Background: an optimization exercise with open tools, aiming at small area and few clock cycles. Do not read the settings as production practice.

==> run a: inputs <==
==> flow/design.v <==
`timescale 1ns / 1ps
`default_nettype none
package tpap_pkg;
    localparam int OFFSET_BITS_DEF = 16;
    localparam int CFG_IDX_W = 3;
    localparam logic [CFG_IDX_W-1:0] CFG_SESSION = 3'd0;
    localparam logic [CFG_IDX_W-1:0] CFG_STATUS  = 3'd1;
    localparam logic [CFG_IDX_W-1:0] CFG_PAYLOAD = 3'd2;
    localparam logic [CFG_IDX_W-1:0] CFG_SIZE    = 3'd3;
    localparam logic [CFG_IDX_W-1:0] CFG_NAME    = 3'd4;
    localparam logic [7:0] RST_SESSION = 8'd1;
    localparam logic [7:0] RST_STATUS  = 8'd2;
    localparam logic [7:0] RST_PAYLOAD = 8'd3;
    localparam logic [7:0] RST_SIZE    = 8'd4;
    localparam logic [7:0] RST_NAME    = 8'd5;
    localparam logic [15:0] CODE_LEN_MIN = 16'd1;
    localparam logic [15:0] SIZE_LEN_MIN = 16'd4;
    localparam logic [2:0] SIZE_BYTES = 3'd4;
    localparam int RES_TDATA_W = 120;
    typedef struct packed {
        logic [7:0] session_code;
        logic [7:0] status_code;
        logic [7:0] payload_code;
        logic [7:0] size_code;
        logic [7:0] name_code;
    } t_codes;
    typedef struct packed {
        logic        truncated;
        logic [31:0] size_value;
        logic [7:0]  status_value;
        logic [15:0] payload_length;
        logic [15:0] payload_offset;
        logic [15:0] name_offset;
        logic [15:0] session_offset;
        logic [7:0]  packet_type;
        logic [7:0]  version;
    } t_result;
endpackage
`default_nettype wire
`timescale 1ns / 1ps
`default_nettype none
module tlv_packet_attribute_parser #(
    parameter int OFFSET_BITS = tpap_pkg::OFFSET_BITS_DEF
) (
    input  wire                                i_clk,
    input  wire                                i_rst_n,
    input  wire                                i_s_tvalid,
    output logic                               o_s_tready,
    input  wire  [7:0]                         i_s_tdata,   
    input  wire                                i_s_tlast,   
    output logic                               o_m_tvalid,
    input  wire                                i_m_tready,
    output logic [tpap_pkg::RES_TDATA_W-1:0]   o_m_tdata,
    output logic [0:0]                         o_m_tuser,   
    input  wire                                i_cfg_we,
    input  wire  [tpap_pkg::CFG_IDX_W-1:0]     i_cfg_idx,
    input  wire  [7:0]                         i_cfg_wdata
);
    localparam logic [1:0] PH_ATYPE = 2'd0;
    localparam logic [1:0] PH_LENHI = 2'd1;
    localparam logic [1:0] PH_LENLO = 2'd2;
    localparam logic [1:0] PH_VALUE = 2'd3;
    tpap_pkg::t_codes  r_codes;
    tpap_pkg::t_result r_sum;        
    logic              r_vld;        
    logic [1:0]        r_phase;
    logic [15:0]       r_pos;        
    logic [15:0]       r_len;        
    logic [15:0]       r_rem;        
    logic [2:0]        r_vi;         
    logic [31:0]       r_sa;         
    logic [4:0]        r_hit;        
    logic        w_xfer;
    logic        w_last;
    logic        w_first;
    logic        w_hdr;
    logic        w_pos_max;
    logic [15:0] w_pos_inc;
    logic [15:0] w_len;
    logic        w_done;
    logic        w_take;
    logic        w_stop;
    logic        w_val;
    logic [15:0] w_start;
    logic [31:0] w_sa;
    always_ff @(posedge i_clk) begin
        if (!i_rst_n) begin
            r_codes.session_code <= tpap_pkg::RST_SESSION;
            r_codes.status_code  <= tpap_pkg::RST_STATUS;
            r_codes.payload_code <= tpap_pkg::RST_PAYLOAD;
            r_codes.size_code    <= tpap_pkg::RST_SIZE;
            r_codes.name_code    <= tpap_pkg::RST_NAME;
        end else if (i_cfg_we) begin
            case (i_cfg_idx)
                tpap_pkg::CFG_SESSION: r_codes.session_code <= i_cfg_wdata;
                tpap_pkg::CFG_STATUS:  r_codes.status_code  <= i_cfg_wdata;
                tpap_pkg::CFG_PAYLOAD: r_codes.payload_code <= i_cfg_wdata;
                tpap_pkg::CFG_SIZE:    r_codes.size_code    <= i_cfg_wdata;
                tpap_pkg::CFG_NAME:    r_codes.name_code    <= i_cfg_wdata;
                default: ;
            endcase
        end
    end
    assign o_s_tready = !r_vld || i_m_tready;
    assign w_xfer     = i_s_tvalid && o_s_tready;
    assign w_last     = w_xfer && i_s_tlast;
    assign w_first   = (r_pos == 16'd0);
    assign w_hdr     = (r_pos[15:1] == 15'd0);
    assign w_pos_max = &r_pos;
    assign w_pos_inc = r_pos + 16'd1;
    assign w_len     = {r_len[15:8], i_s_tdata};
    assign w_done = (r_phase == PH_LENLO) ? (w_len == 16'd0) :
                    (r_phase == PH_VALUE) ? (r_rem == 16'd1) : 1'b0;
    assign w_stop = !w_hdr && !r_sum.truncated &&
                    (w_pos_max || (i_s_tlast && !w_done));
    assign w_take = !w_hdr && !r_sum.truncated && !w_pos_max && w_done;
    assign w_val  = (r_phase == PH_VALUE);
    always_comb begin
        w_sa = r_sa;
        case (r_vi)
            3'd0: w_sa[31:24] = i_s_tdata;
            3'd1: w_sa[23:16] = i_s_tdata;
            3'd2: w_sa[15:8]  = i_s_tdata;
            3'd3: w_sa[7:0]   = i_s_tdata;
            default: ;
        endcase
    end
    assign w_start = w_pos_inc - r_len;
    always_ff @(posedge i_clk) begin
        if (!i_rst_n || w_last) begin
            r_phase <= PH_ATYPE;
            r_pos   <= 16'd0;
        end else if (w_xfer) begin
            if (!w_pos_max) begin
                r_pos <= w_pos_inc;
            end
            if (!w_hdr) begin
                case (r_phase)
                    PH_ATYPE: r_phase <= PH_LENHI;
                    PH_LENHI: r_phase <= PH_LENLO;
                    PH_LENLO: r_phase <= w_done ? PH_ATYPE : PH_VALUE;
                    default:  r_phase <= w_done ? PH_ATYPE : PH_VALUE;
                endcase
            end
        end
    end
    always_ff @(posedge i_clk) begin
        if (w_xfer) begin
            case (r_phase)
                PH_ATYPE: begin
                    r_hit <= {i_s_tdata == r_codes.session_code,
                              i_s_tdata == r_codes.status_code,
                              i_s_tdata == r_codes.payload_code,
                              i_s_tdata == r_codes.size_code,
                              i_s_tdata == r_codes.name_code};
                end
                PH_LENHI: begin
                    r_len <= {i_s_tdata, 8'h00};
                end
                PH_LENLO: begin
                    r_len <= w_len;
                    r_rem <= w_len;
                    r_vi  <= 3'd0;
                end
                default: begin
                    r_rem <= r_rem - 16'd1;
                    if (!r_vi[2]) begin
                        r_vi <= r_vi + 3'd1;
                        r_sa <= w_sa;
                    end
                end
            endcase
        end
    end
    always_ff @(posedge i_clk) begin
        if (w_xfer) begin
            if (w_first) begin
                r_sum         <= '0;
                r_sum.version <= i_s_tdata;
            end else begin
                if (w_hdr) begin
                    r_sum.packet_type <= i_s_tdata;
                end
                if (w_stop) begin
                    r_sum.truncated <= 1'b1;
                end
                if (w_take) begin
                    if (r_hit[4]) begin
                        r_sum.session_offset <= w_start;
                    end
                    if (r_hit[0]) begin
                        r_sum.name_offset <= w_start;
                    end
                    if (r_hit[2]) begin
                        r_sum.payload_offset <= w_start;
                        r_sum.payload_length <= r_len;
                    end
                    if (r_hit[3] && w_val) begin
                        r_sum.status_value <= w_sa[31:24];
                    end
                    if (r_hit[1] && w_val && (r_vi[2] || r_vi == 3'd3)) begin
                        r_sum.size_value <= w_sa;
                    end
                end
            end
        end
    end
    always_ff @(posedge i_clk) begin
        if (!i_rst_n) begin
            r_vld <= 1'b0;
        end else if (w_last) begin
            r_vld <= 1'b1;
        end else if (i_m_tready) begin
            r_vld <= 1'b0;
        end
    end
    assign o_m_tvalid = r_vld;
    assign o_m_tdata  = {r_sum.size_value, r_sum.status_value, r_sum.payload_length,
                         r_sum.payload_offset, r_sum.name_offset, r_sum.session_offset,
                         r_sum.packet_type, r_sum.version};
    assign o_m_tuser  = r_sum.truncated;
endmodule
`default_nettype wire
==> flow/run.sh <==
#!/bin/bash
# synth_recipe.tcl (not shown) runs the flow's synth.tcl, then flattens the netlist and writes it again
# the make line also repeats each setting of config.mk as NAME=value (left out here)
make -C /OpenROAD-flow-scripts/flow DESIGN_CONFIG=/design/flow/config.mk WORK_HOME=/design/flow/orfs CLKGATE_MAP_FILE= SYNTH_SCRIPT=/design/flow/synth_recipe.tcl finish
==> flow/config.mk <==
export PLATFORM = sky130hd
export DESIGN_NAME = tlv_packet_attribute_parser
export DESIGN_NICKNAME = tlv_packet_attribute_parser
export VERILOG_FILES = /design/flow/design.v
export SDC_FILE = /design/flow/constraint.sdc
export NUM_CORES = 4
export LEC_CHECK = 0
export CAP_MARGIN = 20
export CORE_MARGIN = 2
export CORE_UTILIZATION = 40
export SLEW_MARGIN = 20
==> flow/constraint.sdc <==
create_clock -name core_clock -period 5.0 [get_ports {i_clk}]
set_input_delay 1.0000 -clock core_clock [delete_from_list [all_inputs] [get_ports {i_clk}]]
set_output_delay 1.0000 -clock core_clock [all_outputs]
set_load 0.01 [all_outputs]
==> run b (differences from run a) <==
--- a/flow/design.v
+++ b/flow/design.v
@@ -66,6 +66,5 @@
     logic [1:0]        r_phase;
-    logic [15:0]       r_pos;        
+    logic [15:0]       r_cnt;        
+    logic [15:0]       r_start;      
     logic [15:0]       r_len;        
-    logic [15:0]       r_rem;        
-    logic [2:0]        r_vi;         
     logic [31:0]       r_sa;         
@@ -77,4 +76,4 @@
     logic        w_pos_max;
-    logic [15:0] w_pos_inc;
-    logic [15:0] w_len;
+    logic [15:0] w_cnt_inc;
+    logic [15:0] w_nval;
     logic        w_done;
@@ -83,4 +82,5 @@
     logic        w_val;
-    logic [15:0] w_start;
     logic [31:0] w_sa;
+    logic [2:0]  w_lane;
+    logic [15:0] w_off;
     always_ff @(posedge i_clk) begin
@@ -106,9 +106,10 @@
     assign w_last     = w_xfer && i_s_tlast;
-    assign w_first   = (r_pos == 16'd0);
-    assign w_hdr     = (r_pos[15:1] == 15'd0);
-    assign w_pos_max = &r_pos;
-    assign w_pos_inc = r_pos + 16'd1;
-    assign w_len     = {r_len[15:8], i_s_tdata};
-    assign w_done = (r_phase == PH_LENLO) ? (w_len == 16'd0) :
-                    (r_phase == PH_VALUE) ? (r_rem == 16'd1) : 1'b0;
+    assign w_first   = (r_cnt == 16'd1);
+    assign w_hdr     = (r_cnt[15:2] == 14'd0) && (r_cnt[1] ^ r_cnt[0]);
+    assign w_pos_max = (r_cnt == 16'd0);
+    assign w_cnt_inc = r_cnt + 16'd1;
+    assign w_nval    = r_cnt - r_start;
+    assign w_val     = (r_phase == PH_VALUE);
+    assign w_done = (r_phase == PH_LENLO) ? ({r_len[15:8], i_s_tdata} == 16'd0) :
+                    w_val && (w_nval == r_len);
     assign w_stop = !w_hdr && !r_sum.truncated &&
@@ -116,14 +117,6 @@
     assign w_take = !w_hdr && !r_sum.truncated && !w_pos_max && w_done;
-    assign w_val  = (r_phase == PH_VALUE);
-    always_comb begin
-        w_sa = r_sa;
-        case (r_vi)
-            3'd0: w_sa[31:24] = i_s_tdata;
-            3'd1: w_sa[23:16] = i_s_tdata;
-            3'd2: w_sa[15:8]  = i_s_tdata;
-            3'd3: w_sa[7:0]   = i_s_tdata;
-            default: ;
-        endcase
-    end
-    assign w_start = w_pos_inc - r_len;
+    assign w_lane = (w_nval[15:3] == 13'd0) ? w_nval[2:0] : 3'd0;
+    assign w_sa   = {(w_lane == 3'd1) ? i_s_tdata : r_sa[31:24], r_sa[23:8],
+                     (w_lane == 3'd4) ? i_s_tdata : r_sa[7:0]};
+    assign w_off = w_first ? 16'd0 : r_start;
     always_ff @(posedge i_clk) begin
@@ -131,6 +124,6 @@
             r_phase <= PH_ATYPE;
-            r_pos   <= 16'd0;
+            r_cnt   <= 16'd1;
         end else if (w_xfer) begin
             if (!w_pos_max) begin
-                r_pos <= w_pos_inc;
+                r_cnt <= w_cnt_inc;
             end
@@ -140,3 +133,2 @@
                     PH_LENHI: r_phase <= PH_LENLO;
-                    PH_LENLO: r_phase <= w_done ? PH_ATYPE : PH_VALUE;
                     default:  r_phase <= w_done ? PH_ATYPE : PH_VALUE;
@@ -157,15 +149,16 @@
                 PH_LENHI: begin
-                    r_len <= {i_s_tdata, 8'h00};
+                    r_start <= w_cnt_inc;
+                    r_len   <= {i_s_tdata, 8'h00};
                 end
                 PH_LENLO: begin
-                    r_len <= w_len;
-                    r_rem <= w_len;
-                    r_vi  <= 3'd0;
+                    r_len[7:0] <= i_s_tdata;
                 end
                 default: begin
-                    r_rem <= r_rem - 16'd1;
-                    if (!r_vi[2]) begin
-                        r_vi <= r_vi + 3'd1;
-                        r_sa <= w_sa;
-                    end
+                    case (w_lane)
+                        3'd1: r_sa[31:24] <= i_s_tdata;
+                        3'd2: r_sa[23:16] <= i_s_tdata;
+                        3'd3: r_sa[15:8]  <= i_s_tdata;
+                        3'd4: r_sa[7:0]   <= i_s_tdata;
+                        default: ;
+                    endcase
                 end
@@ -177,29 +170,25 @@
             if (w_first) begin
-                r_sum         <= '0;
                 r_sum.version <= i_s_tdata;
-            end else begin
-                if (w_hdr) begin
-                    r_sum.packet_type <= i_s_tdata;
-                end
-                if (w_stop) begin
-                    r_sum.truncated <= 1'b1;
-                end
-                if (w_take) begin
-                    if (r_hit[4]) begin
-                        r_sum.session_offset <= w_start;
-                    end
-                    if (r_hit[0]) begin
-                        r_sum.name_offset <= w_start;
-                    end
-                    if (r_hit[2]) begin
-                        r_sum.payload_offset <= w_start;
-                        r_sum.payload_length <= r_len;
-                    end
-                    if (r_hit[3] && w_val) begin
-                        r_sum.status_value <= w_sa[31:24];
-                    end
-                    if (r_hit[1] && w_val && (r_vi[2] || r_vi == 3'd3)) begin
-                        r_sum.size_value <= w_sa;
-                    end
-                end
+            end
+            if (w_hdr) begin
+                r_sum.packet_type <= w_first ? 8'd0 : i_s_tdata;
+            end
+            if (w_first || w_stop) begin
+                r_sum.truncated <= !w_first;
+            end
+            if (w_first || (w_take && r_hit[4])) begin
+                r_sum.session_offset <= w_off;
+            end
+            if (w_first || (w_take && r_hit[0])) begin
+                r_sum.name_offset <= w_off;
+            end
+            if (w_first || (w_take && r_hit[2])) begin
+                r_sum.payload_offset <= w_off;
+                r_sum.payload_length <= w_first ? 16'd0 : r_len;
+            end
+            if (w_first || (w_take && r_hit[3] && w_val)) begin
+                r_sum.status_value <= w_first ? 8'd0 : w_sa[31:24];
+            end
+            if (w_first || (w_take && r_hit[1] && w_val && (w_nval[15:2] != 14'd0))) begin
+                r_sum.size_value <= w_first ? 32'd0 : w_sa;
             end
Settings changed: ABC_AREA set to 1, CORE_UTILIZATION 40 to 60, CTS_BUF_LIST set to sky130_fd_sc_hd__clkbuf_2 sky130_fd_sc_hd__clkbuf_4.
==> run c (differences from run a) <==
--- a/flow/design.v
+++ b/flow/design.v
@@ -66,6 +66,5 @@
     logic [1:0]        r_phase;
-    logic [15:0]       r_pos;        
+    logic [15:0]       r_cnt;        
+    logic [15:0]       r_start;      
     logic [15:0]       r_len;        
-    logic [15:0]       r_rem;        
-    logic [2:0]        r_vi;         
     logic [31:0]       r_sa;         
@@ -77,4 +76,4 @@
     logic        w_pos_max;
-    logic [15:0] w_pos_inc;
-    logic [15:0] w_len;
+    logic [15:0] w_cnt_inc;
+    logic [15:0] w_nval;
     logic        w_done;
@@ -83,4 +82,5 @@
     logic        w_val;
-    logic [15:0] w_start;
     logic [31:0] w_sa;
+    logic [2:0]  w_lane;
+    logic [15:0] w_off;
     always_ff @(posedge i_clk) begin
@@ -106,9 +106,10 @@
     assign w_last     = w_xfer && i_s_tlast;
-    assign w_first   = (r_pos == 16'd0);
-    assign w_hdr     = (r_pos[15:1] == 15'd0);
-    assign w_pos_max = &r_pos;
-    assign w_pos_inc = r_pos + 16'd1;
-    assign w_len     = {r_len[15:8], i_s_tdata};
-    assign w_done = (r_phase == PH_LENLO) ? (w_len == 16'd0) :
-                    (r_phase == PH_VALUE) ? (r_rem == 16'd1) : 1'b0;
+    assign w_first   = (r_cnt == 16'd1);
+    assign w_hdr     = (r_cnt[15:2] == 14'd0) && (r_cnt[1] ^ r_cnt[0]);
+    assign w_pos_max = (r_cnt == 16'd0);
+    assign w_cnt_inc = r_cnt + 16'd1;
+    assign w_nval    = r_cnt - r_start;
+    assign w_val     = (r_phase == PH_VALUE);
+    assign w_done = (r_phase == PH_LENLO) ? ({r_len[15:8], i_s_tdata} == 16'd0) :
+                    w_val && (w_nval == r_len);
     assign w_stop = !w_hdr && !r_sum.truncated &&
@@ -116,14 +117,6 @@
     assign w_take = !w_hdr && !r_sum.truncated && !w_pos_max && w_done;
-    assign w_val  = (r_phase == PH_VALUE);
-    always_comb begin
-        w_sa = r_sa;
-        case (r_vi)
-            3'd0: w_sa[31:24] = i_s_tdata;
-            3'd1: w_sa[23:16] = i_s_tdata;
-            3'd2: w_sa[15:8]  = i_s_tdata;
-            3'd3: w_sa[7:0]   = i_s_tdata;
-            default: ;
-        endcase
-    end
-    assign w_start = w_pos_inc - r_len;
+    assign w_lane = (w_nval[15:3] == 13'd0) ? w_nval[2:0] : 3'd0;
+    assign w_sa   = {(w_lane == 3'd1) ? i_s_tdata : r_sa[31:24], r_sa[23:8],
+                     (w_lane == 3'd4) ? i_s_tdata : r_sa[7:0]};
+    assign w_off = w_first ? 16'd0 : r_start;
     always_ff @(posedge i_clk) begin
@@ -131,6 +124,6 @@
             r_phase <= PH_ATYPE;
-            r_pos   <= 16'd0;
+            r_cnt   <= 16'd1;
         end else if (w_xfer) begin
             if (!w_pos_max) begin
-                r_pos <= w_pos_inc;
+                r_cnt <= w_cnt_inc;
             end
@@ -140,3 +133,2 @@
                     PH_LENHI: r_phase <= PH_LENLO;
-                    PH_LENLO: r_phase <= w_done ? PH_ATYPE : PH_VALUE;
                     default:  r_phase <= w_done ? PH_ATYPE : PH_VALUE;
@@ -157,15 +149,16 @@
                 PH_LENHI: begin
-                    r_len <= {i_s_tdata, 8'h00};
+                    r_start <= w_cnt_inc;
+                    r_len   <= {i_s_tdata, 8'h00};
                 end
                 PH_LENLO: begin
-                    r_len <= w_len;
-                    r_rem <= w_len;
-                    r_vi  <= 3'd0;
+                    r_len[7:0] <= i_s_tdata;
                 end
                 default: begin
-                    r_rem <= r_rem - 16'd1;
-                    if (!r_vi[2]) begin
-                        r_vi <= r_vi + 3'd1;
-                        r_sa <= w_sa;
-                    end
+                    case (w_lane)
+                        3'd1: r_sa[31:24] <= i_s_tdata;
+                        3'd2: r_sa[23:16] <= i_s_tdata;
+                        3'd3: r_sa[15:8]  <= i_s_tdata;
+                        3'd4: r_sa[7:0]   <= i_s_tdata;
+                        default: ;
+                    endcase
                 end
@@ -177,29 +170,25 @@
             if (w_first) begin
-                r_sum         <= '0;
                 r_sum.version <= i_s_tdata;
-            end else begin
-                if (w_hdr) begin
-                    r_sum.packet_type <= i_s_tdata;
-                end
-                if (w_stop) begin
-                    r_sum.truncated <= 1'b1;
-                end
-                if (w_take) begin
-                    if (r_hit[4]) begin
-                        r_sum.session_offset <= w_start;
-                    end
-                    if (r_hit[0]) begin
-                        r_sum.name_offset <= w_start;
-                    end
-                    if (r_hit[2]) begin
-                        r_sum.payload_offset <= w_start;
-                        r_sum.payload_length <= r_len;
-                    end
-                    if (r_hit[3] && w_val) begin
-                        r_sum.status_value <= w_sa[31:24];
-                    end
-                    if (r_hit[1] && w_val && (r_vi[2] || r_vi == 3'd3)) begin
-                        r_sum.size_value <= w_sa;
-                    end
-                end
+            end
+            if (w_hdr) begin
+                r_sum.packet_type <= w_first ? 8'd0 : i_s_tdata;
+            end
+            if (w_first || w_stop) begin
+                r_sum.truncated <= !w_first;
+            end
+            if (w_first || (w_take && r_hit[4])) begin
+                r_sum.session_offset <= w_off;
+            end
+            if (w_first || (w_take && r_hit[0])) begin
+                r_sum.name_offset <= w_off;
+            end
+            if (w_first || (w_take && r_hit[2])) begin
+                r_sum.payload_offset <= w_off;
+                r_sum.payload_length <= w_first ? 16'd0 : r_len;
+            end
+            if (w_first || (w_take && r_hit[3] && w_val)) begin
+                r_sum.status_value <= w_first ? 8'd0 : w_sa[31:24];
+            end
+            if (w_first || (w_take && r_hit[1] && w_val && (w_nval[15:2] != 14'd0))) begin
+                r_sum.size_value <= w_first ? 32'd0 : w_sa;
             end
==> notes <==
Non-clock buffer count: run a is lower than run b (2). Between run c and run a, the lower register-to-register slack is in run c (gap 0.48 ns). Against run a, the critical path depth of run b is higher by 6. Die area: run b < run c < run a. In run b the via count is higher than in run c, by about 17%. Clock skew: run b > run c > run a. First-iteration DRC count: run c < run a < run b.
No functional check of the RTL was part of any run of this note.

## port drivers added, routing unchanged
No port has a modelled driver above. Below, the same layouts with a new extraction and two added sets of constraints. Step 1 (the two cells are an assumption about what drives the block):
set clk [get_ports {i_clk}]
set_driving_cell -lib_cell sky130_fd_sc_hd__clkbuf_16 $clk
set_driving_cell -lib_cell sky130_fd_sc_hd__buf_2 [delete_from_list [all_inputs] $clk]
Step 2 also shifts input and output timing later by t, the mid clock arrival at the registers, as if the neighbouring blocks saw the same clock. Three values: ideal ports, drivers, drivers and shift; two values: the first two.
run	t, ns	slack for setup (ns)	worst setup path at the end	cell pins on the clock port's net
run a	0.585	1.397 / 1.397 / 0.903	input to register	1
run b	0.708	1.309 / 1.309 / 1.309	register to register	1
run c	0.589	0.920 / 0.920 / 0.807	input to register	1
After both steps every run listed still meets setup and hold. The setup slack of run a, which loses most, moves by 0.000 ns with the drivers and by -0.494 ns with both steps.
